This design comes from an exercise in tuning for small area on the open sky130 flow, not from production work. The RTL was checked by simulation tests, not by an equivalence proof against the original design. Power figures rest on the tool's default switching activity, not on a simulated workload.

==> tundra <==
// snake_top
module snake_top (
	input logic clk,
	input logic reset,
	input logic arrow_up,
	input logic arrow_down,
	input logic arrow_left,
	input logic arrow_right,
	output logic [7:0] led_segout,
	output logic [2:0] led_scanout,
	output logic [7:0] matrix_segout_r,
	output logic [7:0] matrix_segout_g,
	output logic [7:0] matrix_scanout
);
export LEC_CHECK = 0
export ABC_AREA = 1
export CAP_MARGIN = 20
export CORE_MARGIN = 2
export CORE_UTILIZATION = 50
export CTS_BUF_LIST = sky130_fd_sc_hd__clkbuf_8
export SLEW_MARGIN = 20
create_clock -name core_clock -period 20.0 [get_ports {clk}]
standard.sh (not shown) runs the stock make flow with config.mk's settings and CLKGATE_MAP_FILE= SYNTH_SCRIPT=/design/flow/synth_recipe.tcl, a recipe that flattens the netlist after the stock synthesis.
==> flow/flow/run.sh <==
#!/bin/bash
# Layout flow: the standard synthesis, then the combinational logic is
# mapped again with stronger ABC area scripts (registers are left as they
# are: same instances, names and cell types), the smallest result is kept,
# and the standard flow runs on from floorplan to finish, with the
# smallest buffer for the port buffers.
set -euo pipefail
W=$(pwd)
R=$W/orfs/results/${FLOW_PLATFORM:-sky130hd}/snake_top/base
LIB=$FLOW_HOME/platforms/sky130hd/lib/sky130_fd_sc_hd__tt_025C_1v80.lib
YOSYS=$(command -v yosys || true)
[ -n "$YOSYS" ] || YOSYS=$FLOW_HOME/../tools/install/yosys/bin/yosys

bash standard.sh synth > $W/std_synth.log 2>&1
cp $R/1_2_yosys.v $W/synth_std.v

DU=$(sed -n '/DONT_USE_CELLS/,/^$/p' $FLOW_HOME/platforms/sky130hd/config.mk | grep -o 'sky130_fd_sc_hd__[a-z0-9_]*' | sed 's/^/-dont_use /' | tr '\n' ' ')
remap() {
	local s=$1
	local n=$(basename $s .script)
	cat > $W/remap_$n.ys <<EOS
read_liberty -ignore_miss_func $LIB
setattr -mod -set keep_hierarchy 1 sky130_fd_sc_hd__*df* sky130_fd_sc_hd__*dl*
read_verilog $W/synth_std.v
hierarchy -top $FLOW_TOP
flatten
opt -purge
abc -liberty $LIB $DU -script $s
opt_clean -purge
splitnets
opt_clean -purge
hilomap -singleton -hicell sky130_fd_sc_hd__conb_1 HI -locell sky130_fd_sc_hd__conb_1 LO
insbuf -buf sky130_fd_sc_hd__buf_4 A X
opt_clean -purge
select $FLOW_TOP
tee -o $W/remap_$n.stat stat -liberty $LIB
write_verilog -noattr -nohex -nodec -selected $W/remap_$n.v
EOS
	$YOSYS -s $W/remap_$n.ys > $W/remap_$n.log 2>&1 || true
}
for s in $W/flow/abc_*.script; do
	remap $s &
done
wait

best=""
best_area=""
for s in $W/flow/abc_*.script; do
	n=$(basename $s .script)
	a=$(grep -o "Chip area for module '.$FLOW_TOP': [0-9.]*" $W/remap_$n.stat 2>/dev/null | awk '{print $NF}' || true)
	echo "$n $a" >> $W/remap_areas.txt
	if [ -n "$a" ] && { [ -z "$best_area" ] || awk "BEGIN{exit !($a < $best_area)}"; }; then
		best=$n
		best_area=$a
	fi
done

# the same registers, by instance name and cell type, or keep the standard netlist
regs() { grep -oE '^\s*sky130_fd_sc_hd__\S*(df|dl)\S*\s+\S+' "$1" | awk '{print $1, $2}' | sort; }
if [ -n "$best" ] && [ "$(regs $W/synth_std.v)" == "$(regs $W/remap_$best.v)" ]; then
	echo "using $best ($best_area)" >> $W/remap_areas.txt
	sleep 1
	cp $W/remap_$best.v $R/1_2_yosys.v
	touch $R/1_2_yosys.v
else
	echo "using the standard netlist" >> $W/remap_areas.txt
fi

# port buffers: the smallest buffer, which drives the 0.01 pF loads easily
export BUFFER_PORTS_ARGS="-buffer_cell sky130_fd_sc_hd__buf_1"
# clock tree options, if the version gives them
if [ -f $W/flow/cts_args.txt ]; then
	export CTS_ARGS="$(cat $W/flow/cts_args.txt)"
fi
bash standard.sh finish > $W/std_finish.log 2>&1
Other scripts of this flow, unchanged in this note and not shown: flow/flow/abc_b5.script, flow/flow/abc_c3.script, flow/flow/abc_c4.script, flow/flow/abc_d1.script
==> zinc (differences from tundra) <==
--- a/flow/flow/run.sh
+++ b/flow/flow/run.sh
@@ -3,7 +3,8 @@
 # mapped again with stronger ABC area scripts (registers are left as they
 # are: same instances, names and cell types), the smallest result is kept,
 # and the standard flow runs on from floorplan to finish, with the
-# smallest buffer for the port buffers.
+# smallest buffer for the port buffers and, if flow/cts_args.txt exists,
+# the clock tree options it gives.
 set -euo pipefail
 W=$(pwd)
 R=$W/orfs/results/${FLOW_PLATFORM:-sky130hd}/snake_top/base
==> flow/flow/cts_args.txt (new file) <==
-sink_clustering_enable -repair_clock_nets -buf_list sky130_fd_sc_hd__clkbuf_8 -dont_use_dummy_load
ABC_AREA = not set   (was 1)
CORE_UTILIZATION = 60   (was 50)
==> qor summary <==
	zinc	tundra
Result of the run	finished clean	finished clean
Total routed wirelength	21,600 um	20,200 um
Actual slew at the worst max-slew pin	0.913 ns	1.14 ns
Tapcells	168	184
Met1 demand-to-capacity share in global routing	39.8%	38.2%
Insertion delay of the later-clocked pin in the worst-skew pair	0.47 ns	0.49 ns
Share of total power in the clock network	33.0%	40.3%
Worst Hold Launch	crow[5][10]	crow[6][4]
Endpoint of the worst hold-timing path	crow[4][10]	crow[5][4]
Vias per Instance	6.28	5.76
Total area of multi-input combinational cells	0.00287 sq mm	0.00321 sq mm
Final cell utilization of the core	66.4%	56.8%
Mean routed wirelength per cell	20.3 um	19.4 um
Number of cells on the critical path	46	37
Horizontal die dimension	115 um	126 um
Commonest non-fill, non-tap cell in the layout	nor2_1	dfxtp_1
Inst Count DP	1,047	1,009
Maximum vdd drop	0.0502 mV	0.0564 mV
Post-route cell area	0.00800 sq mm	0.00829 sq mm
Worst-case setup slack after placement	9.46 ns	10.19 ns

-- re-timing with driven ports --
The results above use ideal ports. As a check the final layouts listed here were re-extracted and re-timed, cells and wires unchanged. Step 1 (the two cells are an assumption about what drives the block):
set clk [get_ports {clk}]
set_driving_cell -lib_cell sky130_fd_sc_hd__clkbuf_16 $clk
set_driving_cell -lib_cell sky130_fd_sc_hd__buf_2 [delete_from_list [all_inputs] $clk]
Step 2 moves the port delays by t, midway between the first and last clock arrival at a register: inputs arrive t later, outputs are due t later. That takes back most of the time a late clock gives input paths. a / b / c = ideal ports / drivers / drivers and shift; a / b = the first two.
run | t (ns) | setup WS [ns] | hold slack, ns | slew at the worst register clock pin (ns)
tundra | 0.516 | 9.930 / 9.930 / 9.930 | 0.343 / 0.343 / 0.343 | 0.12 / 0.12
zinc | 0.482 | 9.099 / 9.099 / 9.099 | 0.331 / 0.331 / 0.331 | 0.11 / 0.11
After both steps setup and hold are still met in every run listed.
